Source: an optimization exercise on an open RTL-to-GDS flow (aim: a short achievable clock period and few clock cycles). Production flows keep margins and buffers that such runs may drop.
The RTL was checked by simulation tests, not by an equivalence proof against the original design.
Power figures rest on the tool's default switching activity, not on a simulated workload.

--- config.mk ---
export PLATFORM = sky130hd
export DESIGN_NAME = cpu_core
export DESIGN_NICKNAME = cpu_core
export VERILOG_FILES = /design/flow/design.v
export SDC_FILE = /design/flow/constraint.sdc
export NUM_CORES = 4
export LEC_CHECK = 0
export ABC_AREA = 1
export CAP_MARGIN = 20
export CORE_MARGIN = 2
export CORE_UTILIZATION = 40
export SETUP_SLACK_MARGIN = 5
export SLEW_MARGIN = 20
export SYNTH_HIERARCHICAL = 1
--- constraint.sdc ---
create_clock -name core_clock -period 8.0 [get_ports {clock}]
set_input_delay 1.6000 -clock core_clock [delete_from_list [all_inputs] [get_ports {clock}]]
set_output_delay 1.6000 -clock core_clock [all_outputs]
set_load 0.01 [all_outputs]
--- design.v ---
package isa_pkg;
    typedef logic [32-1:0]     word_t;
    typedef logic [5-1:0]   reg_idx_t;
    typedef logic [17-1:0]    imm_t;
    typedef logic [27-1:0] target_t;
    typedef enum logic [5-1:0] {
        op_alu  = 5'd0,
        op_j    = 5'd1,
        op_bne  = 5'd2,
        op_jal  = 5'd3,
        op_jr   = 5'd4,
        op_addi = 5'd5,
        op_blt  = 5'd6,
        op_sw   = 5'd7,
        op_lw   = 5'd8
    } opcode_e;
    typedef enum logic [5-1:0] {
        alu_add = 5'd0,
        alu_sub = 5'd1,
        alu_and = 5'd2,
        alu_or  = 5'd3,
        alu_sll = 5'd4,
        alu_sra = 5'd5
    } alu_op_e;
    typedef struct packed {
        logic     is_j;
        logic     is_bne;
        logic     is_jal;
        logic     is_jr;
        logic     is_blt;
        logic     is_sw;
        logic     is_lw;
        logic     reg_write;   
        reg_idx_t dest;
        logic     sel_add;     
        logic     sel_sub;     
        logic     sel_addi;    
        logic     sel_logic;   
        logic     sel_shift;   
        logic     is_and;      
        logic     is_sll;      
    } ctrl_t;
    typedef struct packed {
        logic  load;
        word_t sum;
        word_t diff;
        word_t addi;
        word_t logic_res;
        word_t shift_res;
        word_t link;
    } m_src_t;
endpackage
`timescale 1ns/1ps
module instr_decoder (
    input  isa_pkg::word_t instr,
    output isa_pkg::ctrl_t ctrl
);
    logic [5-1:0]     op;
    logic [5-1:0] aop;
    isa_pkg::reg_idx_t        f_rd;
    logic                     is_alu;
    assign op     = instr[27 +: 5];
    assign aop    = instr[2 +: 5];
    assign f_rd   = instr[22 +: 5];
    assign is_alu = (op == isa_pkg::op_alu);
    always_comb begin
        ctrl           = '0;
        ctrl.is_j      = (op == isa_pkg::op_j);
        ctrl.is_bne    = (op == isa_pkg::op_bne);
        ctrl.is_jal    = (op == isa_pkg::op_jal);
        ctrl.is_jr     = (op == isa_pkg::op_jr);
        ctrl.is_blt    = (op == isa_pkg::op_blt);
        ctrl.is_sw     = (op == isa_pkg::op_sw);
        ctrl.is_lw     = (op == isa_pkg::op_lw);
        ctrl.sel_add   = is_alu && (aop == isa_pkg::alu_add);
        ctrl.sel_sub   = is_alu && (aop == isa_pkg::alu_sub);
        ctrl.sel_logic = is_alu && (aop == isa_pkg::alu_and || aop == isa_pkg::alu_or);
        ctrl.sel_shift = is_alu && (aop == isa_pkg::alu_sll || aop == isa_pkg::alu_sra);
        ctrl.sel_addi  = (op == isa_pkg::op_addi);
        ctrl.is_and    = (aop == isa_pkg::alu_and);
        ctrl.is_sll    = (aop == isa_pkg::alu_sll);
        ctrl.dest      = ctrl.is_jal ? 5'd31 : f_rd;
        ctrl.reg_write = ctrl.is_jal ||
                         ((ctrl.sel_add || ctrl.sel_sub || ctrl.sel_logic || ctrl.sel_shift ||
                           ctrl.sel_addi || ctrl.is_lw) && (f_rd != '0));
    end
endmodule
`timescale 1ns/1ps
module pg_init_n #(
    parameter int W   = 32,
    parameter bit CIN = 1'b0
) (
    input  logic [W-1:0] a,
    input  logic [W-1:0] b,
    output logic [W-1:0] gn,
    output logic [W-1:0] pn
);
    assign gn[W-1:1] = ~(a[W-1:1] & b[W-1:1]);
    assign pn[W-1:1] = ~(a[W-1:1] | b[W-1:1]);
    assign gn[0]     = CIN ? ~(a[0] | b[0]) : ~(a[0] & b[0]);
    assign pn[0]     = CIN ? 1'b1 : ~(a[0] | b[0]);
endmodule
module pg_level_n #(
    parameter int W = 32,
    parameter int D = 1
) (
    input  logic [W-1:0] g,
    input  logic [W-1:0] p,
    output logic [W-1:0] gn,
    output logic [W-1:0] pn
);
    for (genvar i = 0; i < W; i++) begin : bit_
        if (i >= D) begin : merge
            assign gn[i] = ~(g[i] | (p[i] & g[i-D]));
            assign pn[i] = ~(p[i] & p[i-D]);
        end else begin : pass
            assign gn[i] = ~g[i];
            assign pn[i] = ~p[i];
        end
    end
endmodule
module pg_level_p #(
    parameter int W = 32,
    parameter int D = 1
) (
    input  logic [W-1:0] gn,
    input  logic [W-1:0] pn,
    output logic [W-1:0] g,
    output logic [W-1:0] p
);
    for (genvar i = 0; i < W; i++) begin : bit_
        if (i >= D) begin : merge
            assign g[i] = ~(gn[i] & (pn[i] | gn[i-D]));
            assign p[i] = ~(pn[i] | pn[i-D]);
        end else begin : pass
            assign g[i] = ~gn[i];
            assign p[i] = ~pn[i];
        end
    end
endmodule
module carry_tree #(
    parameter bit CIN = 1'b0
) (
    input  logic [31:0] a,
    input  logic [31:0] b,
    output logic [31:0] gg
);
    logic [31:0] gn0, pn0, g1, p1, gn2, pn2, g3, p3, gn4, pn4, p5;
    pg_init_n  #(.W(32), .CIN(CIN)) l0 (.a(a), .b(b), .gn(gn0), .pn(pn0));
    pg_level_p #(.W(32), .D(1))     l1 (.gn(gn0), .pn(pn0), .g(g1),   .p(p1));
    pg_level_n #(.W(32), .D(2))     l2 (.g(g1),   .p(p1),   .gn(gn2), .pn(pn2));
    pg_level_p #(.W(32), .D(4))     l3 (.gn(gn2), .pn(pn2), .g(g3),   .p(p3));
    pg_level_n #(.W(32), .D(8))     l4 (.g(g3),   .p(p3),   .gn(gn4), .pn(pn4));
    pg_level_p #(.W(32), .D(16))    l5 (.gn(gn4), .pn(pn4), .g(gg),   .p(p5));
endmodule
module xor_vec #(
    parameter int W = 32
) (
    input  logic [W-1:0] a,
    input  logic [W-1:0] b,
    output logic [W-1:0] y
);
    assign y = a ^ b;
endmodule
module ks_add #(
    parameter int W   = 32,
    parameter bit CIN = 1'b0
) (
    input  logic [W-1:0] a,
    input  logic [W-1:0] b,
    output logic [W-1:0] sum
);
    logic [31:0] gg;
    logic [31:0] x;
    carry_tree #(.CIN(CIN)) ct (.a(a), .b(b), .gg(gg));
    xor_vec #(.W(32)) hx (.a(a), .b(b), .y(x));
    xor_vec #(.W(32)) sx (.a(x), .b({gg[30:0], CIN}), .y(sum));
endmodule
module lt_signed #(
    parameter int W = 32
) (
    input  logic [W-1:0] a,
    input  logic [W-1:0] b,
    output logic         lt
);
    logic [31:0] gg;
    carry_tree #(.CIN(1'b1)) ct (.a({~a[31], a[30:0]}), .b({b[31], ~b[30:0]}), .gg(gg));
    assign lt = !gg[31];
endmodule
module or_level_n #(
    parameter int W = 32
) (
    input  logic [W-1:0]   x,
    output logic [W/2-1:0] yn
);
    for (genvar i = 0; i < W/2; i++) begin : bit_
        assign yn[i] = ~(x[2*i] | x[2*i+1]);
    end
endmodule
module or_level_p #(
    parameter int W = 32
) (
    input  logic [W-1:0]   xn,
    output logic [W/2-1:0] y
);
    for (genvar i = 0; i < W/2; i++) begin : bit_
        assign y[i] = ~(xn[2*i] & xn[2*i+1]);
    end
endmodule
module ne_cmp (
    input  logic [31:0] a,
    input  logic [31:0] b,
    output logic        ne
);
    logic [31:0] x;
    logic [15:0] n1;
    logic [7:0]  o2;
    logic [3:0]  n3;
    logic [1:0]  o4;
    logic [0:0]  n5;
    xor_vec #(.W(32)) dx (.a(a), .b(b), .y(x));
    or_level_n #(.W(32)) r1 (.x(x),   .yn(n1));
    or_level_p #(.W(16)) r2 (.xn(n1), .y(o2));
    or_level_n #(.W(8))  r3 (.x(o2),  .yn(n3));
    or_level_p #(.W(4))  r4 (.xn(n3), .y(o4));
    or_level_n #(.W(2))  r5 (.x(o4),  .yn(n5));
    assign ne = !n5[0];
endmodule
module alu (
    input  isa_pkg::word_t    a,       
    input  isa_pkg::word_t    b,
    input  isa_pkg::word_t    la,      
    input  isa_pkg::word_t    lb,
    input  isa_pkg::word_t    imm,
    input  isa_pkg::reg_idx_t shamt,
    input  logic              is_and,
    input  logic              is_sll,
    output isa_pkg::word_t    sum,
    output isa_pkg::word_t    diff,
    output isa_pkg::word_t    sum_imm,
    output isa_pkg::word_t    logic_res,
    output isa_pkg::word_t    shift_res
);
    ks_add #(.W(32), .CIN(1'b0)) add_rr  (.a(a), .b(b),   .sum(sum));
    ks_add #(.W(32), .CIN(1'b1)) sub_rr  (.a(a), .b(~b),  .sum(diff));
    ks_add #(.W(32), .CIN(1'b0)) add_imm (.a(a), .b(imm), .sum(sum_imm));
    assign logic_res = is_and ? (la & lb) : (la | lb);
    assign shift_res = is_sll ? (la << shamt) : isa_pkg::word_t'($signed(la) >>> shamt);
endmodule
module m_value (
    input  isa_pkg::m_src_t src,
    input  isa_pkg::word_t  q_dmem,
    output isa_pkg::word_t  value
);
    assign value = ({32{src.load}} & q_dmem) | src.sum | src.diff | src.addi |
                   src.logic_res | src.shift_res | src.link;
endmodule
module branch_unit (
    input  isa_pkg::word_t reg_rd,
    input  isa_pkg::word_t reg_rs,
    input  isa_pkg::m_src_t m_src,
    input  isa_pkg::word_t q_dmem,
    input  logic           fwd_rd,
    input  logic           fwd_rs,
    input  logic           is_bne,
    input  logic           is_blt,
    input  logic           is_jr,
    input  logic           pred,       
    input  isa_pkg::word_t link,       
    output logic           taken,
    output logic           mispredict,
    output logic [1:0]     mispredict_pc   
);
    logic lt_rr;
    logic lt_mr;
    logic lt_rm;
    logic ne_rr;
    logic ne_mr;
    logic ne_rm;
    logic jr_miss_r;
    logic jr_miss_m;
    logic case_rr;
    logic case_mr;
    logic case_rm;
    logic case_mm;
    logic early_miss;
    logic [8:0] k;
    isa_pkg::word_t m_val;
    m_value u_m_val (.src(m_src), .q_dmem(q_dmem), .value(m_val));
    lt_signed #(.W(32)) c_rr (.a(reg_rd), .b(reg_rs), .lt(lt_rr));
    lt_signed #(.W(32)) c_mr (.a(m_val),  .b(reg_rs), .lt(lt_mr));
    lt_signed #(.W(32)) c_rm (.a(reg_rd), .b(m_val),  .lt(lt_rm));
    ne_cmp e_rr (.a(reg_rd), .b(reg_rs), .ne(ne_rr));
    ne_cmp e_mr (.a(m_val),  .b(reg_rs), .ne(ne_mr));
    ne_cmp e_rm (.a(reg_rd), .b(m_val),  .ne(ne_rm));
    ne_cmp j_r (.a(reg_rd), .b(link), .ne(jr_miss_r));
    ne_cmp j_m (.a(m_val),  .b(link), .ne(jr_miss_m));
    assign case_rr = !fwd_rd && !fwd_rs;
    assign case_mr =  fwd_rd && !fwd_rs;
    assign case_rm = !fwd_rd &&  fwd_rs;
    assign case_mm =  fwd_rd &&  fwd_rs;
    always_comb begin
        case ({fwd_rd, fwd_rs})
            2'b00:   taken = is_bne ? ne_rr : lt_rr;
            2'b10:   taken = is_bne ? ne_mr : lt_mr;
            2'b01:   taken = is_bne ? ne_rm : lt_rm;
            default: taken = 1'b0;
        endcase
    end
    assign early_miss = (case_rr && is_bne && (ne_rr != pred)) ||
                        (case_rr && is_blt && (lt_rr != pred)) ||
                        (case_mm && (is_bne || is_blt) && pred) ||
                        (!fwd_rd && is_jr && jr_miss_r);
    assign k[0] = case_mr && is_bne && !pred;
    assign k[1] = case_mr && is_bne &&  pred;
    assign k[2] = case_mr && is_blt && !pred;
    assign k[3] = case_mr && is_blt &&  pred;
    assign k[4] = case_rm && is_bne && !pred;
    assign k[5] = case_rm && is_bne &&  pred;
    assign k[6] = case_rm && is_blt && !pred;
    assign k[7] = case_rm && is_blt &&  pred;
    assign k[8] = fwd_rd && is_jr;
    miss_or u_miss (
        .early (early_miss),
        .k     (k),
        .late  ({jr_miss_m, lt_rm, ne_rm, lt_mr, ne_mr}),
        .miss  (mispredict)
    );
    miss_or u_miss_lo (
        .early (early_miss),
        .k     (k),
        .late  ({jr_miss_m, lt_rm, ne_rm, lt_mr, ne_mr}),
        .miss  (mispredict_pc[0])
    );
    miss_or u_miss_hi (
        .early (early_miss),
        .k     (k),
        .late  ({jr_miss_m, lt_rm, ne_rm, lt_mr, ne_mr}),
        .miss  (mispredict_pc[1])
    );
endmodule
module miss_or (
    input  logic       early,
    input  logic [8:0] k,
    input  logic [4:0] late,
    output logic       miss
);
    assign miss = early ||
                  (k[0] && late[0]) || (k[1] && !late[0]) ||
                  (k[2] && late[1]) || (k[3] && !late[1]) ||
                  (k[4] && late[2]) || (k[5] && !late[2]) ||
                  (k[6] && late[3]) || (k[7] && !late[3]) ||
                  (k[8] && late[4]);
endmodule
module pc_select #(
    parameter int W = 16
) (
    input  logic         mispredict,
    input  logic [W-1:0] redirect_pc,
    input  logic [W-1:0] pred_pc,
    output logic [W-1:0] pc_next
);
    assign pc_next = mispredict ? redirect_pc : pred_pc;
endmodule
`timescale 1ns/1ps
module rf_read_slice #(
    parameter int W = 16
) (
    input  isa_pkg::reg_idx_t             idx,
    input  logic [(32-1)*W-1:0] regs,
    output logic [W-1:0]                  data
);
    always_comb begin
        data = '0;
        for (int i = 1; i < 32; i++) begin
            if (idx == i[5-1:0]) begin
                data = data | regs[(i-1)*W +: W];
            end
        end
    end
endmodule
module reg_file (
    input  logic              clock,
    input  logic              rst,
    input  isa_pkg::reg_idx_t rd_idx_a,
    input  isa_pkg::reg_idx_t rd_idx_b,
    input  isa_pkg::reg_idx_t rd_idx_c,
    input  logic [32-1:1] wr_sel,
    input  isa_pkg::word_t    wr_data,
    output isa_pkg::word_t    rd_data_a,
    output isa_pkg::word_t    rd_data_b,
    output isa_pkg::word_t    rd_data_c
);
    localparam int S = 4;                
    localparam int H = 32 / S;    
    isa_pkg::word_t regs [1:32-1];
    logic [(32-1)*H-1:0] regs_s [S];
    always_ff @(posedge clock) begin
        if (rst) begin
            for (int i = 1; i < 32; i++) begin
                regs[i] <= '0;
            end
        end else begin
            for (int i = 1; i < 32; i++) begin
                if (wr_sel[i]) begin
                    regs[i] <= wr_data;
                end
            end
        end
    end
    always_comb begin
        for (int k = 0; k < S; k++) begin
            for (int i = 1; i < 32; i++) begin
                regs_s[k][(i-1)*H +: H] = regs[i][k*H +: H];
            end
        end
    end
    for (genvar k = 0; k < S; k++) begin : slice
        rf_read_slice #(.W(H)) rd_a (.idx(rd_idx_a), .regs(regs_s[k]), .data(rd_data_a[k*H +: H]));
        rf_read_slice #(.W(H)) rd_b (.idx(rd_idx_b), .regs(regs_s[k]), .data(rd_data_b[k*H +: H]));
        rf_read_slice #(.W(H)) rd_c (.idx(rd_idx_c), .regs(regs_s[k]), .data(rd_data_c[k*H +: H]));
    end
endmodule
`timescale 1ns/1ps
module hazard_unit (
    input  isa_pkg::reg_idx_t src,
    input  isa_pkg::word_t    reg_val,
    input  logic              e_write,
    input  isa_pkg::reg_idx_t e_rd,
    input  logic              m_write,
    input  isa_pkg::reg_idx_t m_rd,
    input  isa_pkg::word_t    m_val,
    input  logic              w_write,
    input  isa_pkg::reg_idx_t w_rd,
    input  isa_pkg::word_t    w_val,
    output isa_pkg::word_t    value,
    output logic              fwd_e
);
    logic m_hit;
    logic w_hit;
    assign fwd_e = e_write && (e_rd == src);
    assign m_hit = m_write && (m_rd == src);
    assign w_hit = w_write && (w_rd == src);
    always_comb begin
        if (m_hit) begin
            value = m_val;
        end else if (w_hit) begin
            value = w_val;
        end else begin
            value = reg_val;
        end
    end
endmodule
module exec_operands (
    input  isa_pkg::word_t  rs_r,
    input  isa_pkg::word_t  rt_r,
    input  isa_pkg::word_t  rd_r,
    input  logic            fwd_rs,
    input  logic            fwd_rt,
    input  logic            fwd_rd,
    input  isa_pkg::m_src_t m_src,
    input  isa_pkg::word_t  q_dmem,
    output isa_pkg::word_t  rs,
    output isa_pkg::word_t  rt,
    output isa_pkg::word_t  rd
);
    isa_pkg::word_t m_val;
    m_value u_m_val (.src(m_src), .q_dmem(q_dmem), .value(m_val));
    assign rs = fwd_rs ? m_val : rs_r;
    assign rt = fwd_rt ? m_val : rt_r;
    assign rd = fwd_rd ? m_val : rd_r;
endmodule
`timescale 1ns/1ps
module cpu_core (
    input  logic           clock,
    input  logic           rst,
    output isa_pkg::word_t address_imem,
    input  isa_pkg::word_t instr,
    output isa_pkg::word_t address_dmem,
    output isa_pkg::word_t data,
    output logic           wren,
    input  isa_pkg::word_t q_dmem
);
    localparam int BP_BITS = 6;
    localparam int BP_N    = 1 << BP_BITS;
    isa_pkg::word_t     pc;         
    isa_pkg::word_t     link_pred;  
    isa_pkg::word_t     pc_pred;
    isa_pkg::word_t     pc_next;
    logic [1:0]         bp_ctr [BP_N];
    logic [BP_N-1:0]    bp_valid;
    logic [BP_BITS-1:0] f_idx;
    isa_pkg::ctrl_t     ctrl;
    isa_pkg::reg_idx_t  f_rd;
    isa_pkg::reg_idx_t  f_rs;
    isa_pkg::reg_idx_t  f_rt;
    isa_pkg::word_t     imm;
    isa_pkg::word_t     target;
    isa_pkg::word_t     rf_rs;
    isa_pkg::word_t     rf_rt;
    isa_pkg::word_t     rf_rd;
    isa_pkg::word_t     d_rs;
    isa_pkg::word_t     d_rt;
    isa_pkg::word_t     d_rd;
    logic               d_fwd_rs;
    logic               d_fwd_rt;
    logic               d_fwd_rd;
    isa_pkg::word_t     pc_inc;
    isa_pkg::word_t     pc_branch;
    logic               static_taken;
    logic [1:0]         f_ctr;      
    logic               pred_taken;
    isa_pkg::ctrl_t     e_ctrl;
    isa_pkg::word_t     e_pc_inc;
    isa_pkg::word_t     e_alt;      
    isa_pkg::word_t     e_link;     
    logic               e_pred;     
    logic [1:0]         e_ctr;      
    logic [BP_BITS-1:0] e_idx;
    isa_pkg::word_t     e_imm;
    isa_pkg::reg_idx_t  e_shamt;
    isa_pkg::word_t     e_rs_r;
    isa_pkg::word_t     e_rt_r;
    isa_pkg::word_t     e_rd_r;
    logic               e_fwd_rs;
    logic               e_fwd_rt;
    logic               e_fwd_rd;
    isa_pkg::word_t     e_rs;
    isa_pkg::word_t     e_rt;
    isa_pkg::word_t     e_rd;
    isa_pkg::word_t     e_rs2;      
    isa_pkg::word_t     e_rt2;      
    isa_pkg::word_t     e_rd_a;     
    isa_pkg::word_t     e_sum;
    isa_pkg::word_t     e_diff;
    isa_pkg::word_t     e_addr;
    isa_pkg::word_t     e_logic;
    isa_pkg::word_t     e_shift;
    logic               e_valid;    
    logic               e_write;
    logic               e_taken;
    logic               mispredict;
    logic [1:0]         mispredict_pc;
    isa_pkg::word_t     redirect_pc;
    logic               t_branch;
    logic               t_taken;
    logic [BP_BITS-1:0] t_idx;
    logic [1:0]         t_ctr;      
    logic [1:0]         t_ctr_new;
    logic               m_write;    
    logic               m_load;
    logic               m_store;
    isa_pkg::reg_idx_t  m_rd;
    isa_pkg::word_t     m_sum;
    isa_pkg::word_t     m_diff;
    isa_pkg::word_t     m_addi;
    isa_pkg::word_t     m_logic;
    isa_pkg::word_t     m_shift;
    isa_pkg::word_t     m_link;
    isa_pkg::word_t     m_addr;     
    isa_pkg::word_t     m_data;
    isa_pkg::m_src_t    m_src;
    isa_pkg::m_src_t    m_src_x;    
    isa_pkg::m_src_t    m_src_b;    
    logic               x_load;
    logic               b_load;
    isa_pkg::word_t     m_val;
    logic               w_write;
    isa_pkg::reg_idx_t  w_rd;
    isa_pkg::word_t     w_val;
    logic [32-1:1] w_sel;   
    assign f_rd   = instr[22 +: 5];
    assign f_rs   = instr[17 +: 5];
    assign f_rt   = instr[12 +: 5];
    assign imm    = {{(32-17){instr[17-1]}}, instr[17-1:0]};
    assign target = {{(32-27){1'b0}}, instr[27-1:0]};
    assign address_imem = pc;
    instr_decoder dec (
        .instr (instr),
        .ctrl  (ctrl)
    );
    reg_file u_reg_file (
        .clock     (clock),
        .rst       (rst),
        .rd_idx_a  (f_rs),
        .rd_idx_b  (f_rt),
        .rd_idx_c  (f_rd),
        .wr_sel    (w_sel),
        .wr_data   (w_val),
        .rd_data_a (rf_rs),
        .rd_data_b (rf_rt),
        .rd_data_c (rf_rd)
    );
    hazard_unit hz_rs (
        .src(f_rs), .reg_val(rf_rs), .e_write(e_write), .e_rd(e_ctrl.dest),
        .m_write(m_write), .m_rd(m_rd), .m_val(m_val),
        .w_write(w_write), .w_rd(w_rd), .w_val(w_val),
        .value(d_rs), .fwd_e(d_fwd_rs)
    );
    hazard_unit hz_rt (
        .src(f_rt), .reg_val(rf_rt), .e_write(e_write), .e_rd(e_ctrl.dest),
        .m_write(m_write), .m_rd(m_rd), .m_val(m_val),
        .w_write(w_write), .w_rd(w_rd), .w_val(w_val),
        .value(d_rt), .fwd_e(d_fwd_rt)
    );
    hazard_unit hz_rd (
        .src(f_rd), .reg_val(rf_rd), .e_write(e_write), .e_rd(e_ctrl.dest),
        .m_write(m_write), .m_rd(m_rd), .m_val(m_val),
        .w_write(w_write), .w_rd(w_rd), .w_val(w_val),
        .value(d_rd), .fwd_e(d_fwd_rd)
    );
    assign pc_inc = pc + 32'd1;
    ks_add #(.W(32), .CIN(1'b1)) add_target (.a(pc), .b(imm), .sum(pc_branch));
    assign f_idx        = pc[BP_BITS-1:0];
    assign static_taken = ctrl.is_bne || instr[17-1];
    assign f_ctr        = bp_valid[f_idx] ? bp_ctr[f_idx] : (static_taken ? 2'd2 : 2'd1);
    assign pred_taken   = (ctrl.is_bne || ctrl.is_blt) && f_ctr[1];
    always_comb begin
        if (ctrl.is_j || ctrl.is_jal) begin
            pc_pred = target;
        end else if (ctrl.is_jr) begin
            pc_pred = link_pred;
        end else if (pred_taken) begin
            pc_pred = pc_branch;
        end else begin
            pc_pred = pc_inc;
        end
    end
    pc_select #(.W(16)) u_pc_lo (
        .mispredict  (mispredict_pc[0]),
        .redirect_pc (redirect_pc[15:0]),
        .pred_pc     (pc_pred[15:0]),
        .pc_next     (pc_next[15:0])
    );
    pc_select #(.W(16)) u_pc_hi (
        .mispredict  (mispredict_pc[1]),
        .redirect_pc (redirect_pc[31:16]),
        .pred_pc     (pc_pred[31:16]),
        .pc_next     (pc_next[31:16])
    );
    always_ff @(posedge clock) begin
        if (rst) begin
            pc        <= 32'd0;
            link_pred <= '0;
        end else begin
            pc <= pc_next;
            if (ctrl.is_jal) begin
                link_pred <= pc_inc;
            end
        end
    end
    always_ff @(posedge clock) begin
        if (rst) begin
            e_ctrl  <= '0;
            e_valid <= 1'b0;
        end else begin
            e_ctrl  <= ctrl;
            e_valid <= !mispredict;
        end
        e_pc_inc <= pc_inc;
        e_alt    <= pred_taken ? pc_inc : pc_branch;
        e_pred   <= pred_taken;
        e_ctr    <= f_ctr;
        e_idx    <= f_idx;
        e_link   <= link_pred;
        e_imm    <= imm;
        e_shamt  <= instr[7 +: 5];
        e_rs_r   <= d_rs;
        e_rt_r   <= d_rt;
        e_rd_r   <= d_rd;
        e_fwd_rs <= d_fwd_rs;
        e_fwd_rt <= d_fwd_rt;
        e_fwd_rd <= d_fwd_rd;
        x_load   <= e_ctrl.is_lw && (d_fwd_rs || d_fwd_rt || d_fwd_rd);
        b_load   <= e_ctrl.is_lw && (d_fwd_rs || d_fwd_rd) &&
                    (ctrl.is_bne || ctrl.is_blt || ctrl.is_jr);
    end
    exec_operands u_ops (
        .rs_r   (e_rs_r),
        .rt_r   (e_rt_r),
        .rd_r   (e_rd_r),
        .fwd_rs (e_fwd_rs),
        .fwd_rt (e_fwd_rt),
        .fwd_rd (e_fwd_rd),
        .m_src  (m_src_x),
        .q_dmem (q_dmem),
        .rs     (e_rs),
        .rt     (e_rt),
        .rd     (e_rd_a)
    );
    exec_operands u_ops2 (
        .rs_r   (e_rs_r),
        .rt_r   (e_rt_r),
        .rd_r   (e_rd_r),
        .fwd_rs (e_fwd_rs),
        .fwd_rt (e_fwd_rt),
        .fwd_rd (e_fwd_rd),
        .m_src  (m_src_x),
        .q_dmem (q_dmem),
        .rs     (e_rs2),
        .rt     (e_rt2),
        .rd     (e_rd)
    );
    alu u_alu (
        .a         (e_rs),
        .b         (e_rt),
        .la        (e_rs2),
        .lb        (e_rt2),
        .imm       (e_imm),
        .shamt     (e_shamt),
        .is_and    (e_ctrl.is_and),
        .is_sll    (e_ctrl.is_sll),
        .sum       (e_sum),
        .diff      (e_diff),
        .sum_imm   (e_addr),
        .logic_res (e_logic),
        .shift_res (e_shift)
    );
    assign e_write = e_valid && e_ctrl.reg_write;
    branch_unit u_branch (
        .reg_rd     (e_rd_r),
        .reg_rs     (e_rs_r),
        .m_src      (m_src_b),
        .q_dmem     (q_dmem),
        .fwd_rd     (e_fwd_rd),
        .fwd_rs     (e_fwd_rs),
        .is_bne     (e_valid && e_ctrl.is_bne),
        .is_blt     (e_valid && e_ctrl.is_blt),
        .is_jr      (e_valid && e_ctrl.is_jr),
        .pred       (e_pred),
        .link       (e_link),
        .taken      (e_taken),
        .mispredict (mispredict),
        .mispredict_pc (mispredict_pc)
    );
    assign redirect_pc = e_ctrl.is_jr ? e_rd : e_alt;
    always_ff @(posedge clock) begin
        if (rst) begin
            t_branch <= 1'b0;
        end else begin
            t_branch <= e_valid && (e_ctrl.is_bne || e_ctrl.is_blt);
        end
        t_taken  <= e_taken;
        t_ctr    <= e_ctr;
        t_idx    <= e_idx;
    end
    always_comb begin
        if (t_taken) begin
            t_ctr_new = (t_ctr == 2'd3) ? 2'd3 : t_ctr + 2'd1;
        end else begin
            t_ctr_new = (t_ctr == 2'd0) ? 2'd0 : t_ctr - 2'd1;
        end
    end
    always_ff @(posedge clock) begin
        if (rst) begin
            bp_valid <= '0;
        end else if (t_branch) begin
            bp_valid[t_idx] <= 1'b1;
        end
    end
    always_ff @(posedge clock) begin
        if (t_branch) begin
            bp_ctr[t_idx] <= t_ctr_new;
        end
    end
    always_ff @(posedge clock) begin
        if (rst) begin
            m_write <= 1'b0;
            m_store <= 1'b0;
        end else begin
            m_write <= e_write;
            m_store <= e_valid && e_ctrl.is_sw;
        end
        m_load      <= e_ctrl.is_lw;
        m_rd        <= e_ctrl.dest;
        m_sum       <= {32{e_ctrl.sel_add}}   & e_sum;
        m_diff      <= {32{e_ctrl.sel_sub}}   & e_diff;
        m_addi      <= {32{e_ctrl.sel_addi}}  & e_addr;
        m_logic     <= {32{e_ctrl.sel_logic}} & e_logic;
        m_shift     <= {32{e_ctrl.sel_shift}} & e_shift;
        m_link      <= {32{e_ctrl.is_jal}}    & e_pc_inc;
        m_addr      <= e_addr;
        m_data      <= e_rd;
    end
    always_comb begin
        m_src.load      = m_load;
        m_src.sum       = m_sum;
        m_src.diff      = m_diff;
        m_src.addi      = m_addi;
        m_src.logic_res = m_logic;
        m_src.shift_res = m_shift;
        m_src.link      = m_link;
    end
    always_comb begin
        m_src_x      = m_src;
        m_src_x.load = x_load;
        m_src_b      = m_src;
        m_src_b.load = b_load;
    end
    m_value u_m_val (.src(m_src), .q_dmem(q_dmem), .value(m_val));
    assign address_dmem = m_addr;
    assign data         = m_data;
    assign wren         = m_store;
    always_ff @(posedge clock) begin
        if (rst) begin
            w_write <= 1'b0;
            w_sel   <= '0;
        end else begin
            w_write <= m_write;
            for (int i = 1; i < 32; i++) begin
                w_sel[i] <= m_write && (m_rd == i[5-1:0]);
            end
        end
        w_rd  <= m_rd;
        w_val <= m_val;
    end
endmodule
--- run.sh ---
#!/bin/bash
# synth_recipe.tcl (not shown) runs the flow's synth.tcl, then flattens the netlist and writes it again
# the make line also repeats each setting of config.mk as NAME=value (left out here)
make -C /OpenROAD-flow-scripts/flow DESIGN_CONFIG=/design/flow/config.mk WORK_HOME=/design/flow/orfs CLKGATE_MAP_FILE= SYNTH_SCRIPT=/design/flow/synth_recipe.tcl finish
==> flow_summary.html, run 1 <==
<table>
<tr><th>Metric</th><th>Value</th></tr>
<tr><th colspan="2">Status</th></tr>
<tr><td>Result of the run</td><td>timing/DRC/antenna clean</td></tr>
<tr><th colspan="2">STA</th></tr>
<tr><td>Transition time at the pin with the least slew margin</td><td>roughly 1200 ps</td></tr>
<tr><td>Fin crit share</td><td>41.1%</td></tr>
<tr><td>Final-layout worst hold slack</td><td>between 300 and 400 ps</td></tr>
<tr><td>Period minus WS final</td><td>3290 ps</td></tr>
<tr><td>Peak clock frequency supported by timing</td><td>304 MHz</td></tr>
<tr><td>Count of final hold-check violations</td><td>0</td></tr>
<tr><td>RSZ-0062 raised after global routing</td><td>true</td></tr>
<tr><td># setup viols final</td><td>0</td></tr>
<tr><td>Max_slew headroom</td><td>17.2%</td></tr>
<tr><td>Accumulated negative setup slack</td><td>0 ps</td></tr>
<tr><td>Fin. max-slew vios</td><td>0</td></tr>
<tr><td>Setup skew after layout</td><td>between 90 and 100 ps</td></tr>
<tr><th colspan="2">Cells and area</th></tr>
<tr><td>Register containing the most flip-flops in the final layout</td><td>u_reg_file.regs</td></tr>
<tr><td>Combined area of the multi-input logic cells</td><td>0.0804 mm2</td></tr>
<tr><td>Fraction of final layout cells sized beyond drive strength 1</td><td>between 10% and 20%</td></tr>
<tr><td>Area added between synthesis and finish</td><td>18.8%</td></tr>
<tr><td>Biggest registers after layout</td><td>u_reg_file.regs x992, bp_ctr x128, bp_valid x64</td></tr>
<tr><td>Filler Cells Inserted</td><td>34.2k</td></tr>
<tr><td>FF+latch area</td><td>about 0.038 mm2</td></tr>
<tr><td>Number of flip-flops under the largest register name</td><td>between 900 and 1k</td></tr>
<tr><td>Number of nets in the finished design</td><td>~23k</td></tr>
<tr><th colspan="2">Floorplan</th></tr>
<tr><td>Starting Density</td><td>40.2%</td></tr>
<tr><td>Core footprint</td><td>approximately 0.32 mm2</td></tr>
<tr><td>Die width</td><td>between 500 and 600 um</td></tr>
<tr><td>Number of top-level pins</td><td>~160</td></tr>
<tr><td>Die outline area</td><td>~0.33 mm2</td></tr>
<tr><td>Core Rows</td><td>208</td></tr>
<tr><td>Vertical die dimension</td><td>about 570 um</td></tr>
<tr><th colspan="2">Global route</th></tr>
<tr><td>GRT Util Overall</td><td>38.9%</td></tr>
<tr><td>Overflow after GRT</td><td>0</td></tr>
<tr><td>Antenna violations before repair</td><td>56</td></tr>
<tr><td>Maximum number of pins on one net before global-route repair</td><td>160</td></tr>
<tr><td>Wire length of the first global-routing pass</td><td>roughly 940000 um</td></tr>
<tr><td>Number of global-route vias before repair</td><td>between 100k and 150k</td></tr>
<tr><th colspan="2">Power</th></tr>
<tr><td>Static leakage</td><td>between 70 and 80 nW</td></tr>
<tr><td>Portion of total power attributed to the clock network</td><td>a little over two fifths</td></tr>
<tr><td>Cell-internal power</td><td>about 17 mW</td></tr>
<tr><td>Largest vdd supply drop</td><td>0.000236 V</td></tr>
<tr><td>Sequential group share of total power</td><td>a little under two fifths</td></tr>
<tr><td>Sw frac</td><td>between 30% and 40%</td></tr>
<tr><td>Power density over cell area</td><td>~170 mW/mm2</td></tr>
<tr><td>Combinational Power Share</td><td>a little under a fifth</td></tr>
<tr><td>Switching pwr</td><td>between 8 and 9 mW</td></tr>
<tr><th colspan="2">Critical path</th></tr>
<tr><td>Data required time at the worst endpoint</td><td>around 9000 ps</td></tr>
<tr><td>Data arrival, critical path</td><td>around 4100 ps</td></tr>
<tr><td>Worst-path maximum fanout</td><td>8</td></tr>
<tr><td>Nature of the critical path endpoint</td><td>register</td></tr>
<tr><td>Startpoint-to-endpoint class of the critical path</td><td>register to register</td></tr>
<tr><td>CP Launch Type</td><td>register</td></tr>
<tr><th colspan="2">Min path</th></tr>
<tr><td>Type of the worst min-delay path</td><td>register to register</td></tr>
<tr><th colspan="2">Clocking</th></tr>
<tr><td>Max Buffers Root-to-Sink</td><td>4</td></tr>
<tr><td>Clock-pin transition on the worst setup and hold timing paths</td><td>about 60 ps</td></tr>
<tr><td>Num CTS Buffers</td><td>218</td></tr>
<tr><td>CTS sink count</td><td>around 1.8k</td></tr>
<tr><td>H-tree levels</td><td>4</td></tr>
<tr><td>Clock latency reported for the late side of the worst-skew pair</td><td>1000 ps</td></tr>
<tr><td>Clock root cell</td><td>sky130_fd_sc_hd__clkbuf_16</td></tr>
<tr><td>CTS tree</td><td>built</td></tr>
<tr><th colspan="2">Route</th></tr>
<tr><td>Detailed router's first-iteration violation count</td><td>about 25k</td></tr>
<tr><td>Wirelength, routed</td><td>684000 um</td></tr>
<tr><td>Post-detailed-route wirelength per cell</td><td>24.6 um</td></tr>
<tr><td>DR DRC count</td><td>0</td></tr>
<tr><td>Routed Antenna Nets</td><td>0</td></tr>
<tr><td>Detail-routed via count per cell</td><td>approximately 5.6</td></tr>
<tr><td>Via count of the routed design</td><td>156k</td></tr>
<tr><td>Number of iterations in the first detailed-routing pass</td><td>13</td></tr>
<tr><th colspan="2">Job</th></tr>
<tr><td>Max-cap violations</td><td>0</td></tr>
<tr><th colspan="2">Synthesis</th></tr>
<tr><td>Summed instance area of the synthesized netlist</td><td>0.129 mm2</td></tr>
<tr><td>Avg Cell Area, Syn</td><td>around 5.6 um2</td></tr>
<tr><td>Syn Inst Count</td><td>23.2k</td></tr>
<tr><td>Warnings from Yosys</td><td>16</td></tr>
<tr><th colspan="2">Placed design</th></tr>
<tr><td>Post-detailed-placement half-perimeter wirelength</td><td>428000 um</td></tr>
<tr><td>Final RePlAce weighted congestion</td><td>slightly above 1</td></tr>
<tr><td>Port Buf Inserts</td><td>roughly 160</td></tr>
</table>
[placed cells by master, fill, tap and decap left out, types with 47 or more instances in the layout]
cell type	n
sky130_fd_sc_hd__a21oi_1	306
sky130_fd_sc_hd__a21oi_2	94
sky130_fd_sc_hd__buf_12	163
sky130_fd_sc_hd__buf_2	61
sky130_fd_sc_hd__buf_4	540
sky130_fd_sc_hd__buf_6	92
sky130_fd_sc_hd__clkbuf_16	246
sky130_fd_sc_hd__clkinv_2	49
sky130_fd_sc_hd__dfxtp_1	1556
sky130_fd_sc_hd__dfxtp_2	103
sky130_fd_sc_hd__dfxtp_4	47
sky130_fd_sc_hd__edfxtp_1	128
sky130_fd_sc_hd__inv_1	2435
sky130_fd_sc_hd__inv_2	100
sky130_fd_sc_hd__nand2_1	7965
sky130_fd_sc_hd__nand2_2	352
sky130_fd_sc_hd__nand2_4	155
sky130_fd_sc_hd__nand3_1	2481
sky130_fd_sc_hd__nand4_1	996
sky130_fd_sc_hd__nor2_1	4007
sky130_fd_sc_hd__nor2_2	274
sky130_fd_sc_hd__nor2_4	292
sky130_fd_sc_hd__o21ai_0	90
sky130_fd_sc_hd__o21ai_1	235
sky130_fd_sc_hd__o21ai_2	112
[stage by stage]
stage / setup WS (ps) / utilization (%) / std cells / power [mW] / area, um2
final: 4710 / 47.8 / 27777 / 25.6 / 153000
after CTS: 4660 / 45.7 / 27454 / 25.0 / 147000
after global placement: 2360 / 41.1 / 26687 / 13.4 / 132000
after floorplan: 4620 / - / 23244 / 12.1 / 130000
after detailed placement: 2430 / 41.1 / 26688 / 13.4 / 132000
after global routing: 4690 / 47.8 / 27752 / 26.2 / 153000
[critical path, stage by stage, from the launching register on]
cell,delay (ps)
sky130_fd_sc_hd__dfxtp_4,450
sky130_fd_sc_hd__buf_12,150
sky130_fd_sc_hd__buf_16,190
sky130_fd_sc_hd__nand2_4,50
sky130_fd_sc_hd__nand2_2,60
sky130_fd_sc_hd__inv_2,40
sky130_fd_sc_hd__nand2_4,130
sky130_fd_sc_hd__inv_4,50
sky130_fd_sc_hd__nor2_4,130
sky130_fd_sc_hd__nor2_4,60
sky130_fd_sc_hd__buf_6,110
sky130_fd_sc_hd__a21oi_4,140
sky130_fd_sc_hd__o21ai_2,100
sky130_fd_sc_hd__a21oi_4,240
sky130_fd_sc_hd__o21ai_4,120
sky130_fd_sc_hd__inv_2,130
sky130_fd_sc_hd__nand2_2,80
sky130_fd_sc_hd__a21oi_4,180
sky130_fd_sc_hd__nand3_4,170
sky130_fd_sc_hd__buf_12,180
sky130_fd_sc_hd__buf_16,150
sky130_fd_sc_hd__nand2_2,60
sky130_fd_sc_hd__nand2_1,40
sky130_fd_sc_hd__inv_1,60
sky130_fd_sc_hd__nor2_1,40
[routing by layer]
| metal | up-vias | GRT usage [%] | share of wire (%) |
|---|---|---|---|
| li1 | 72308 | - | - |
| met1 | 70754 | 51.8 | 39 |
| met2 | 10908 | 54.1 | 39 |
| met3 | 2230 | 12.2 | 15 |
| met4 | 24 | 23.8 | 7.5 |
| met5 | - | 0 | 0.034 |
[final timing paths]
kind               startpoint           endpoint  slack [ps]  depth (start not counted)
max            b_load$_DFF_P_  pc[14]$_SDFF_PP0_        4710                         24
min reg2reg  e_idx[4]$_DFF_P_   t_idx[4]$_DFF_P_         320                          0
max reg2reg    b_load$_DFF_P_  pc[14]$_SDFF_PP0_        4710                         24
min          e_idx[4]$_DFF_P_   t_idx[4]$_DFF_P_         320                          0
[what timing repair did]
action / 4_1_cts / 5_1_grt
setup buffers: 297 / 247
resized for setup: 1490 / 966
endpoints found under the setup margin: 457 / 394
hold buffers: 0 / 0
pin swaps: 139 / 202
gates cloned: 67 / 45
[power groups by stage]
stage,sequential [mW],clock (mW),combinational [mW]
finish,9.71,11.1,4.81
global route,9.71,11.5,5.01
CTS,9.70,11.1,4.16
detailed placement,9.95,0,3.45
global placement,9.95,0,3.45
floorplan,9.87,0,2.27
[area by class of cell]
cell class | count | area share, %
Multi-Input combinational cell | 17603 | 52.4
Sequential cell | 1834 | 25.0
Timing Repair Buffer | 982 | 7.38
Inverter | 2617 | 6.65
Clock buffer | 294 | 4.06
Tap cell | 4305 | 3.51
Clock inverter | 108 | 0.990
Antenna cell | 31 | 0.0506
Timing Repair inverter | 3 | 0.0285
Testbench counts, summed over its fixed seeds: cycles 37,199.
==> run 2, diff against run 1 <==
--- a/design.v
+++ b/design.v
@@ -286,14 +286,34 @@
     logic early_miss;
     logic [8:0] k;
-    isa_pkg::word_t m_val;
-    m_value u_m_val (.src(m_src), .q_dmem(q_dmem), .value(m_val));
-    lt_signed #(.W(32)) c_rr (.a(reg_rd), .b(reg_rs), .lt(lt_rr));
-    lt_signed #(.W(32)) c_mr (.a(m_val),  .b(reg_rs), .lt(lt_mr));
-    lt_signed #(.W(32)) c_rm (.a(reg_rd), .b(m_val),  .lt(lt_rm));
-    ne_cmp e_rr (.a(reg_rd), .b(reg_rs), .ne(ne_rr));
-    ne_cmp e_mr (.a(m_val),  .b(reg_rs), .ne(ne_mr));
-    ne_cmp e_rm (.a(reg_rd), .b(m_val),  .ne(ne_rm));
-    ne_cmp j_r (.a(reg_rd), .b(link), .ne(jr_miss_r));
-    ne_cmp j_m (.a(m_val),  .b(link), .ne(jr_miss_m));
+    isa_pkg::m_src_t m_alu;
+    isa_pkg::word_t  m_res;
+    logic lt_mr_q, lt_mr_a;
+    logic lt_rm_q, lt_rm_a;
+    logic ne_mr_q, ne_mr_a;
+    logic ne_rm_q, ne_rm_a;
+    logic jr_miss_q, jr_miss_a;
+    always_comb begin
+        m_alu      = m_src;
+        m_alu.load = 1'b0;
+    end
+    m_value u_m_res (.src(m_alu), .q_dmem(q_dmem), .value(m_res));
+    lt_signed #(.W(32)) c_rr  (.a(reg_rd), .b(reg_rs), .lt(lt_rr));
+    lt_signed #(.W(32)) c_mrq (.a(q_dmem), .b(reg_rs), .lt(lt_mr_q));
+    lt_signed #(.W(32)) c_mra (.a(m_res),  .b(reg_rs), .lt(lt_mr_a));
+    lt_signed #(.W(32)) c_rmq (.a(reg_rd), .b(q_dmem), .lt(lt_rm_q));
+    lt_signed #(.W(32)) c_rma (.a(reg_rd), .b(m_res),  .lt(lt_rm_a));
+    ne_cmp e_rr  (.a(reg_rd), .b(reg_rs), .ne(ne_rr));
+    ne_cmp e_mrq (.a(q_dmem), .b(reg_rs), .ne(ne_mr_q));
+    ne_cmp e_mra (.a(m_res),  .b(reg_rs), .ne(ne_mr_a));
+    ne_cmp e_rmq (.a(reg_rd), .b(q_dmem), .ne(ne_rm_q));
+    ne_cmp e_rma (.a(reg_rd), .b(m_res),  .ne(ne_rm_a));
+    ne_cmp j_r  (.a(reg_rd), .b(link), .ne(jr_miss_r));
+    ne_cmp j_mq (.a(q_dmem), .b(link), .ne(jr_miss_q));
+    ne_cmp j_ma (.a(m_res),  .b(link), .ne(jr_miss_a));
+    assign lt_mr     = m_src.load ? lt_mr_q   : lt_mr_a;
+    assign lt_rm     = m_src.load ? lt_rm_q   : lt_rm_a;
+    assign ne_mr     = m_src.load ? ne_mr_q   : ne_mr_a;
+    assign ne_rm     = m_src.load ? ne_rm_q   : ne_rm_a;
+    assign jr_miss_m = m_src.load ? jr_miss_q : jr_miss_a;
     assign case_rr = !fwd_rd && !fwd_rs;
     assign case_mr =  fwd_rd && !fwd_rs;
==> run 2 against run 1 <==
Net effect: still clean; maximum frequency up 0.69%; sequential power fell by 2%; register-to-register slack improved by 70 ps; largest cell class unchanged.
==> flow_summary.html, run 2 <==
<table>
<tr><th>Metric</th><th>Value</th></tr>
<tr><th colspan="2">Status</th></tr>
<tr><td>Result of the run</td><td>timing/DRC/antenna clean</td></tr>
<tr><th colspan="2">Cells and area</th></tr>
<tr><td>Final core utilization</td><td>47.7% (-0.052 points)</td></tr>
<tr><td>Final Non-Filler Cells</td><td>28.7k (+3.3%)</td></tr>
<tr><td>Most frequent cells in the layout</td><td>sky130_fd_sc_hd__nand2_1 (8379), sky130_fd_sc_hd__nor2_1 (4103), sky130_fd_sc_hd__inv_1 (2699)</td></tr>
<tr><td>Area added between synthesis and finish</td><td>18.9% (about the same)</td></tr>
<tr><td>Register containing the most flip-flops in the final layout</td><td>u_reg_file.regs</td></tr>
<tr><td>Most frequent standard cell in the layout excluding fill and tap cells</td><td>sky130_fd_sc_hd__nand2_1</td></tr>
<tr><td>Fraction of final layout cells sized beyond drive strength 1</td><td>13.3% (+0.16 points)</td></tr>
<tr><td>Number of flip-flops under the largest register name</td><td>992 (unchanged)</td></tr>
<tr><td>Summed area of non-filler cells in the final layout</td><td>0.158 mm2 (+2.7%)</td></tr>
<tr><td>Number of nets in the finished design</td><td>24.2k (+3.7%)</td></tr>
<tr><td>Biggest registers after layout</td><td>u_reg_file.regs x992, bp_ctr x128, bp_valid x64</td></tr>
<tr><th colspan="2">Route</th></tr>
<tr><td>Via count of the routed design</td><td>160k (+2.2%)</td></tr>
<tr><td>Detailed router's first-iteration violation count</td><td>23.9k (-5.8%)</td></tr>
<tr><td>DR DRC count</td><td>0 (unchanged)</td></tr>
<tr><td>Wirelength, routed</td><td>671000 um (-1.9%)</td></tr>
<tr><td>Number of iterations in the first detailed-routing pass</td><td>10 (-3)</td></tr>
<tr><td>Detail-routed via count per cell</td><td>5.56 (-1.1%)</td></tr>
<tr><td>Routed Antenna Nets</td><td>0 (unchanged)</td></tr>
<tr><td>Post-detailed-route wirelength per cell</td><td>23.4 um (-5.0%)</td></tr>
<tr><th colspan="2">Floorplan</th></tr>
<tr><td>Number of top-level pins</td><td>163 (unchanged)</td></tr>
<tr><td>Core Rows</td><td>211 (+1.4%)</td></tr>
<tr><td>Die width</td><td>580 um (+1.3%)</td></tr>
<tr><td>Vertical die dimension</td><td>580 um (+1.3%)</td></tr>
<tr><td>Die outline area</td><td>0.336 mm2 (+2.6%)</td></tr>
<tr><td>Starting Density</td><td>40.2% (-0.074 points)</td></tr>
<tr><td>Core footprint</td><td>0.330 mm2 (+2.8%)</td></tr>
<tr><th colspan="2">Critical path</th></tr>
<tr><td>Startpoint-to-endpoint class of the critical path</td><td>register to primary output</td></tr>
<tr><td>Cell with the most instances on the worst path</td><td>sky130_fd_sc_hd__buf_6</td></tr>
<tr><td>Top delay family on crit path</td><td>flip-flops</td></tr>
<tr><td>Slowest cell delay on critical path</td><td>450 ps (about the same)</td></tr>
<tr><td>Buffering stage count on the worst path with inverters included</td><td>2 (-7)</td></tr>
<tr><td>Worst-path maximum fanout</td><td>5 (-3)</td></tr>
<tr><td>CP Launch Type</td><td>register</td></tr>
<tr><td>Worst reg-to-reg path cell count</td><td>22 (-8.3%)</td></tr>
<tr><td>Highest-delay cell along the critical path</td><td>sky130_fd_sc_hd__dfxtp_4</td></tr>
<tr><td>Depth of the critical timing path with buffers and inverters included</td><td>2 (-92%)</td></tr>
<tr><td>Data required time at the worst endpoint</td><td>6400 ps (-2460 ps)</td></tr>
<tr><td>Data arrival, critical path</td><td>1660 ps (-2480 ps)</td></tr>
<tr><td>Cells along the critical path</td><td>buf_6 -&gt; buf_6</td></tr>
<tr><td>Nature of the critical path endpoint</td><td>primary output</td></tr>
<tr><td>Register-to-register setup slack</td><td>4780 ps (+70 ps)</td></tr>
<tr><th colspan="2">STA</th></tr>
<tr><td>Max_slew headroom</td><td>16.7% (-0.46 points)</td></tr>
<tr><td>Count of final hold-check violations</td><td>0 (unchanged)</td></tr>
<tr><td># setup viols final</td><td>0 (unchanged)</td></tr>
<tr><td>Accumulated negative setup slack</td><td>0 ps (unchanged)</td></tr>
<tr><td>RSZ-0062 raised after global routing</td><td>true</td></tr>
<tr><td>Worst setup slack after layout</td><td>4740 ps (+22.4 ps)</td></tr>
<tr><td>Setup skew after layout</td><td>118 ps (+20.7 ps)</td></tr>
<tr><td>Transition time at the pin with the least slew margin</td><td>1250 ps (+6.96 ps)</td></tr>
<tr><td>Final-layout worst hold slack</td><td>310 ps (-11.9 ps)</td></tr>
<tr><td>Peak clock frequency supported by timing</td><td>306 MHz (+0.69%)</td></tr>
<tr><td>Fin crit share</td><td>40.8% (-0.28 points)</td></tr>
<tr><td>Fin. max-slew vios</td><td>0 (unchanged)</td></tr>
<tr><td>Period minus WS final</td><td>3260 ps (-22.4 ps)</td></tr>
<tr><th colspan="2">Global route</th></tr>
<tr><td>Overflow after GRT</td><td>0 (unchanged)</td></tr>
<tr><td>Antenna violations before repair</td><td>42 (-25%)</td></tr>
<tr><td>Maximum number of pins on one net before global-route repair</td><td>191 (+19%)</td></tr>
<tr><td>Wire length of the first global-routing pass</td><td>940000 um (about the same)</td></tr>
<tr><td>GRT Util Overall</td><td>37.0% (-1.8 points)</td></tr>
<tr><td>Number of global-route vias before repair</td><td>138k (+3.6%)</td></tr>
<tr><th colspan="2">Placed design</th></tr>
<tr><td>Pre-CTS worst setup slack</td><td>2460 ps (+28.3 ps)</td></tr>
<tr><td>Post-detailed-placement half-perimeter wirelength</td><td>433000 um (+1.3%)</td></tr>
<tr><td>Post-detailed-placement cell area</td><td>0.136 mm2 (+2.8%)</td></tr>
<tr><td>Placed cell count</td><td>27.7k (+3.6%)</td></tr>
<tr><td>Final RePlAce weighted congestion</td><td>1.04 (+1.5%)</td></tr>
<tr><td>Port Buf Inserts</td><td>162 (unchanged)</td></tr>
<tr><th colspan="2">Clocking</th></tr>
<tr><td>Clock-pin transition on the worst setup and hold timing paths</td><td>60 ps (about the same)</td></tr>
<tr><td>Clock latency reported for the late side of the worst-skew pair</td><td>1010 ps (about the same)</td></tr>
<tr><td>CTS tree</td><td>built</td></tr>
<tr><td>H-tree levels</td><td>4 (unchanged)</td></tr>
<tr><td>Clock root cell</td><td>sky130_fd_sc_hd__clkbuf_16</td></tr>
<tr><td>CTS sink count</td><td>1834 (unchanged)</td></tr>
<tr><td>Max Buffers Root-to-Sink</td><td>4 (unchanged)</td></tr>
<tr><td>Num CTS Buffers</td><td>223 (+2.3%)</td></tr>
<tr><td>Quantity of hold-fixing buffers added after cts</td><td>0 (unchanged)</td></tr>
<tr><th colspan="2">Power</th></tr>
<tr><td>Overall power</td><td>24.6 mW (-4.0%)</td></tr>
<tr><td>Static leakage</td><td>76.7 nW (+3.2%)</td></tr>
<tr><td>Largest vdd supply drop</td><td>0.000187 V (-21%)</td></tr>
<tr><td>Power density over cell area</td><td>156 mW/mm2 (-6.5%)</td></tr>
<tr><th colspan="2">Synthesis</th></tr>
<tr><td>Warnings from Yosys</td><td>16 (unchanged)</td></tr>
<tr><td>Avg Cell Area, Syn</td><td>5.50 um2 (-1.1%)</td></tr>
<tr><td>Summed instance area of the synthesized netlist</td><td>0.133 mm2 (+2.7%)</td></tr>
<tr><td>Syn Inst Count</td><td>24.1k (+3.8%)</td></tr>
<tr><th colspan="2">Job</th></tr>
<tr><td>Max-cap violations</td><td>0 (unchanged)</td></tr>
<tr><th colspan="2">Min path</th></tr>
<tr><td>Type of the worst min-delay path</td><td>register to register</td></tr>
<tr><td>Hold Path Cell Cnt</td><td>0 (unchanged)</td></tr>
</table>
run 2: final timing paths:
kind,endpoint,startpoint
min reg2reg,t_ctr[1]$_DFF_P_,e_ctr[1]$_DFF_P_
max reg2reg,pc[26]$_SDFF_PP0_,e_rs_r[7]$_DFF_P_
min,t_ctr[1]$_DFF_P_,e_ctr[1]$_DFF_P_
max,address_imem[0],pc[0]$_SDFF_PP0_
run 2: power by group:
part           internal [mW]  switching (mW)  leakage, nW
sequential              9.44           0.122         15.1
clock                   6.49            4.69         3.79
combinational           1.08            2.76         57.9
total                   17.0            7.57         76.7
run 2: cell type report:
type                            instances  area [um2]
Antenna cell                           18        45.0
Clock buffer                          293        6120
Clock inverter                        125        1720
Fill cell                           34605      173000
Inverter                             2880       11200
Multi-Input combinational cell      18201       83400
Sequential cell                      1834       38500
Tap cell                             4366        5460
Timing Repair Buffer                  976       11100
Timing Repair inverter                  3        35.0
run 2: what timing repair did:
item	4_1_cts	5_1_grt
pin swaps	123	292
cloned	26	38
endpoints found under the setup margin	451	398
endpoints found under the hold margin	0	0
resized for setup	1662	1229
buffers inserted	301	230
run 2: metal layers:
layer | routed length [um] | up-vias | track usage [%] | share of wire, %
met4 | 50500 | 20 | 23.3 | 7.5
met1 | 265000 | 72455 | 48.9 | 40
met2 | 270000 | 10217 | 53.6 | 40
met3 | 85100 | 2263 | 9.25 | 13
met5 | 146 | - | 0 | 0.022
li1 | - | 74708 | - | -
Testbench counts of run 2, summed over its fixed seeds: cycles 37,199.
==> run 3, diff against run 2 <==
--- a/config.mk
+++ b/config.mk
@@ -10,4 +10,5 @@
 export CORE_MARGIN = 2
 export CORE_UTILIZATION = 40
+export PLACE_DENSITY = 0.65
 export SETUP_SLACK_MARGIN = 5
 export SLEW_MARGIN = 20
==> run 3 against run 2 <==
Net effect: still clean on timing, DRC and antenna; utilization down 0.091 points; synthesized cell count unchanged; clock-buffer cell count is 12 lower; critical endpoint is now e_rs_r[9]$_DFF_P_; largest cell class unchanged; largest power group unchanged.
==> flow_summary.html, run 3 <==
<table>
<tr><th>Metric</th><th>Value</th></tr>
<tr><th colspan="2">Floorplan</th></tr>
<tr><td>Die width</td><td>580 um (unchanged)</td></tr>
<tr><td>Vertical die dimension</td><td>580 um (unchanged)</td></tr>
<tr><td>Core footprint</td><td>0.330 mm2 (unchanged)</td></tr>
<tr><td>Starting Density</td><td>40.2% (unchanged)</td></tr>
<tr><td>Core Rows</td><td>211 (unchanged)</td></tr>
<tr><td>Number of top-level pins</td><td>163 (unchanged)</td></tr>
<tr><td>Die outline area</td><td>0.336 mm2 (unchanged)</td></tr>
<tr><th colspan="2">Synthesis</th></tr>
<tr><td>Warnings from Yosys</td><td>16 (unchanged)</td></tr>
<tr><td>Avg Cell Area, Syn</td><td>5.50 um2 (unchanged)</td></tr>
<tr><td>Syn Inst Count</td><td>24.1k (unchanged)</td></tr>
<tr><td>Summed instance area of the synthesized netlist</td><td>0.133 mm2 (unchanged)</td></tr>
<tr><th colspan="2">Route</th></tr>
<tr><td>Detail-routed via count per cell</td><td>5.61 (+0.80%)</td></tr>
<tr><td>Number of iterations in the first detailed-routing pass</td><td>14 (+4)</td></tr>
<tr><td>Detailed router's first-iteration violation count</td><td>26.4k (+10%)</td></tr>
<tr><td>Post-detailed-route wirelength per cell</td><td>22.9 um (-2.0%)</td></tr>
<tr><td>DR DRC count</td><td>0 (unchanged)</td></tr>
<tr><td>Wirelength, routed</td><td>659000 um (-1.8%)</td></tr>
<tr><td>Via count of the routed design</td><td>161k (+1.0%)</td></tr>
<tr><td>Routed Antenna Nets</td><td>0 (unchanged)</td></tr>
<tr><th colspan="2">Critical path</th></tr>
<tr><td>Highest-delay cell along the critical path</td><td>sky130_fd_sc_hd__nor2_2</td></tr>
<tr><td>Data required time at the worst endpoint</td><td>8820 ps (+2420 ps)</td></tr>
<tr><td>Nature of the critical path endpoint</td><td>register</td></tr>
<tr><td>Buffering stage count on the worst path with inverters included</td><td>5 (+3)</td></tr>
<tr><td>Cells along the critical path</td><td>buf_6 -&gt; buf_12 -&gt; inv_1 -&gt; nand2_4 -&gt; nor2_4 -&gt; buf_8 -&gt; nand3_1 -&gt; nand2_1 -&gt; nor2_1 -&gt; nand2_1 -&gt; nor2_2 -&gt; nand2_1 -&gt; inv_1 -&gt; nand2_1 -&gt; nand3_1 -&gt; nand2_1</td></tr>
<tr><td>Startpoint of the worst-slack reg-to-reg timing path</td><td>x_load$_DFF_P_</td></tr>
<tr><td>Top delay family on crit path</td><td>simple AND/OR/NAND/NOR gates</td></tr>
<tr><td>CP Launch Type</td><td>primary input</td></tr>
<tr><td>Startpoint-to-endpoint class of the critical path</td><td>primary input to register</td></tr>
<tr><td>Critical Path Start</td><td>instr[17]</td></tr>
<tr><td>Data arrival, critical path</td><td>4270 ps (+2610 ps)</td></tr>
<tr><td>Slowest cell delay on critical path</td><td>640 ps (+190 ps)</td></tr>
<tr><td>Cell with the most instances on the worst path</td><td>sky130_fd_sc_hd__nand2_1</td></tr>
<tr><td>Worst-path maximum fanout</td><td>9 (+4)</td></tr>
<tr><th colspan="2">STA</th></tr>
<tr><td>Transition time at the pin with the least slew margin</td><td>1260 ps (+14.0 ps)</td></tr>
<tr><td>Worst setup slack after layout</td><td>4550 ps (-189 ps)</td></tr>
<tr><td>Count of final hold-check violations</td><td>0 (unchanged)</td></tr>
<tr><td>Setup skew after layout</td><td>94.8 ps (-23.5 ps)</td></tr>
<tr><td>Final-layout worst hold slack</td><td>316 ps (+6.12 ps)</td></tr>
<tr><td>Fin crit share</td><td>43.2% (+2.4 points)</td></tr>
<tr><td>Fin. max-slew vios</td><td>0 (unchanged)</td></tr>
<tr><td># setup viols final</td><td>0 (unchanged)</td></tr>
<tr><td>Accumulated negative setup slack</td><td>0 ps (unchanged)</td></tr>
<tr><td>RSZ-0062 raised after global routing</td><td>true</td></tr>
<tr><td>Peak clock frequency supported by timing</td><td>290 MHz (-5.5%)</td></tr>
<tr><td>Max_slew headroom</td><td>15.8% (-0.93 points)</td></tr>
<tr><td>Period minus WS final</td><td>3450 ps (+189 ps)</td></tr>
<tr><th colspan="2">Placed design</th></tr>
<tr><td>Pre-CTS worst setup slack</td><td>2390 ps (-63.8 ps)</td></tr>
<tr><td>Post-detailed-placement cell area</td><td>0.136 mm2 (about the same)</td></tr>
<tr><td>Post-detailed-placement half-perimeter wirelength</td><td>417000 um (-3.7%)</td></tr>
<tr><td>Port Buf Inserts</td><td>162 (unchanged)</td></tr>
<tr><td>Final RePlAce weighted congestion</td><td>1.04 (-0.21%)</td></tr>
<tr><td>Placed cell count</td><td>27.6k (-0.061%)</td></tr>
<tr><th colspan="2">Cells and area</th></tr>
<tr><td>Number of nets in the finished design</td><td>24.3k (+0.28%)</td></tr>
<tr><td>Summed area of non-filler cells in the final layout</td><td>0.157 mm2 (-0.19%)</td></tr>
<tr><td>Area added between synthesis and finish</td><td>18.6%</td></tr>
<tr><td>Most frequent cells in the layout</td><td>sky130_fd_sc_hd__nand2_1 (8455), sky130_fd_sc_hd__nor2_1 (4082), sky130_fd_sc_hd__inv_1 (2718)</td></tr>
<tr><td>Fraction of final layout cells sized beyond drive strength 1</td><td>13.2% (-0.086 points)</td></tr>
<tr><td>Most frequent standard cell in the layout excluding fill and tap cells</td><td>sky130_fd_sc_hd__nand2_1</td></tr>
<tr><td>Register containing the most flip-flops in the final layout</td><td>u_reg_file.regs</td></tr>
<tr><td>Final core utilization</td><td>47.6% (-0.091 points)</td></tr>
<tr><td>Final Non-Filler Cells</td><td>28.8k (+0.21%)</td></tr>
<tr><td>Number of flip-flops under the largest register name</td><td>992 (unchanged)</td></tr>
<tr><td>Biggest registers after layout</td><td>u_reg_file.regs x992, bp_ctr x128, bp_valid x64</td></tr>
<tr><th colspan="2">Power</th></tr>
<tr><td>Overall power</td><td>24.3 mW (-1.1%)</td></tr>
<tr><td>Largest vdd supply drop</td><td>0.000184 V (-1.8%)</td></tr>
<tr><td>Static leakage</td><td>76.7 nW (about the same)</td></tr>
<tr><td>Power density over cell area</td><td>154 mW/mm2 (-0.95%)</td></tr>
<tr><th colspan="2">Clocking</th></tr>
<tr><td>Max Buffers Root-to-Sink</td><td>4 (unchanged)</td></tr>
<tr><td>CTS tree</td><td>built</td></tr>
<tr><td>Clock-pin transition on the worst setup and hold timing paths</td><td>60 ps (about the same)</td></tr>
<tr><td>Clock root cell</td><td>sky130_fd_sc_hd__clkbuf_16</td></tr>
<tr><td>Quantity of hold-fixing buffers added after cts</td><td>0 (unchanged)</td></tr>
<tr><td>Num CTS Buffers</td><td>216 (-3.1%)</td></tr>
<tr><td>H-tree levels</td><td>4 (unchanged)</td></tr>
<tr><td>Clock latency reported for the late side of the worst-skew pair</td><td>990 ps (-20 ps)</td></tr>
<tr><td>CTS sink count</td><td>1834 (unchanged)</td></tr>
<tr><th colspan="2">Min path</th></tr>
<tr><td>Type of the worst min-delay path</td><td>register to register</td></tr>
<tr><td>Hold wc startpoint</td><td>link_pred[6]$_SDFFE_PP0P_</td></tr>
<tr><th colspan="2">Global route</th></tr>
<tr><td>Wire length of the first global-routing pass</td><td>915000 um (-2.6%)</td></tr>
<tr><td>Overflow after GRT</td><td>0 (unchanged)</td></tr>
<tr><td>Maximum number of pins on one net before global-route repair</td><td>204 (+6.8%)</td></tr>
<tr><td>Number of global-route vias before repair</td><td>138k (+0.19%)</td></tr>
<tr><td>Antenna violations before repair</td><td>49 (+17%)</td></tr>
<tr><td>GRT Util Overall</td><td>35.8% (-1.2 points)</td></tr>
<tr><th colspan="2">Status</th></tr>
<tr><td>Result of the run</td><td>timing/DRC/antenna clean</td></tr>
<tr><th colspan="2">Job</th></tr>
<tr><td>Max-cap violations</td><td>0 (unchanged)</td></tr>
</table>
[run 3: what timing repair did]
action	4_1_cts	5_1_grt
gates cloned	26	48
pin swaps	84	229
buffers inserted	254	361
gates resized for setup	1412	1254
endpoints found under the setup margin	441	348
[run 3: cell type report]
type / instances / area, um2
inverter: 2880 / 11300
timing repair buffer: 1038 / 11800
clock buffer: 281 / 6070
clock inverter: 115 / 1520
timing repair inverter: 5 / 62.6
tap: 4366 / 5460
fill: 34205 / 173000
sequential: 1834 / 38500
antenna: 26 / 65.1
multi-input combinational: 18211 / 82600
[run 3: path summary, 6_finish.rpt]
check                                          end  slack [ps]  cells after the start
worst max-delay path             e_rs_r[9]$_DFF_P_        4550                     16
worst min-delay path             e_link[6]$_DFF_P_         320                      0
worst max register to register  m_shift[0]$_DFF_P_        4980                     18
worst min register to register   e_link[6]$_DFF_P_         320                      0
[run 3: power by group]
part / total [mW] / leakage (nW) / switching (mW) / internal (mW)
Sequential: 9.56 / 15.1 / 0.121 / 9.44
Combinational: 3.87 / 57.9 / 2.76 / 1.12
Clock: 10.9 / 3.69 / 4.51 / 6.36
Total: 24.3 / 76.7 / 7.39 / 16.9
[run 3: metal layers]
metal	global-route usage, %	vias up	wire length, um
met5	0.0709	-	494
met4	22.6	44	53000
met3	9.10	2723	88100
met2	52.7	11150	267000
met1	46.4	72542	250000
li1	-	74817	-
[run 3: worst register-to-register path, cell delays in order (launching register included)]
cell                         delay [ps]
sky130_fd_sc_hd__dfxtp_4            520
sky130_fd_sc_hd__buf_4              190
sky130_fd_sc_hd__buf_12             180
sky130_fd_sc_hd__nand2_1            110
sky130_fd_sc_hd__nand2_1             70
sky130_fd_sc_hd__inv_1               40
sky130_fd_sc_hd__nand2_1            120
sky130_fd_sc_hd__nand2_1             80
sky130_fd_sc_hd__nand2_2            270
sky130_fd_sc_hd__nand2_1            190
sky130_fd_sc_hd__nand3_1            170
sky130_fd_sc_hd__nand3_1            120
sky130_fd_sc_hd__nand2_1            130
sky130_fd_sc_hd__nand2_1             60
sky130_fd_sc_hd__nand3_1             80
sky130_fd_sc_hd__nand3_1            100
sky130_fd_sc_hd__nand2_1            100
sky130_fd_sc_hd__nand2_1            120
sky130_fd_sc_hd__clkinvlp_4         250

separate check: timing with driven ports:
Ports are ideal in the flow. The routed layouts listed here were re-timed in OpenROAD. Step 1 assumes that a clkbuf_16 drives the clock port and a buf_2 every other input. Step 2 adds t to the input delays and takes it off the output delays; t is the mean of the earliest and latest rising clock arrival at the registers after step 1. Input paths then give back, and output paths get back, about the clock's delay inside the block. Slacks: ideal ports / drivers / drivers and shift; pairs: ideal ports / drivers.
| run | t, ns | slack for setup (ns) | hold slack, ns | worst setup path at the end | slew at the worst register clock pin (ns) |
|---|---|---|---|---|---|
| run 1 | 1.075 | 4.713 / 4.579 / 3.504 | 0.322 / 0.322 / 0.322 | input to register | 0.07 / 0.07 |
| run 2 | 1.064 | 4.736 / 4.590 / 3.526 | 0.310 / 0.310 / 0.310 | input to register | 0.07 / 0.07 |
| run 3 | 1.070 | 4.547 / 4.547 / 3.477 | 0.316 / 0.316 / 0.316 | input to register | 0.07 / 0.07 |
After both steps every run listed still meets setup and hold. The setup slack of run 2, which loses most, moves by -0.146 ns with the drivers and by -1.210 ns with both steps.
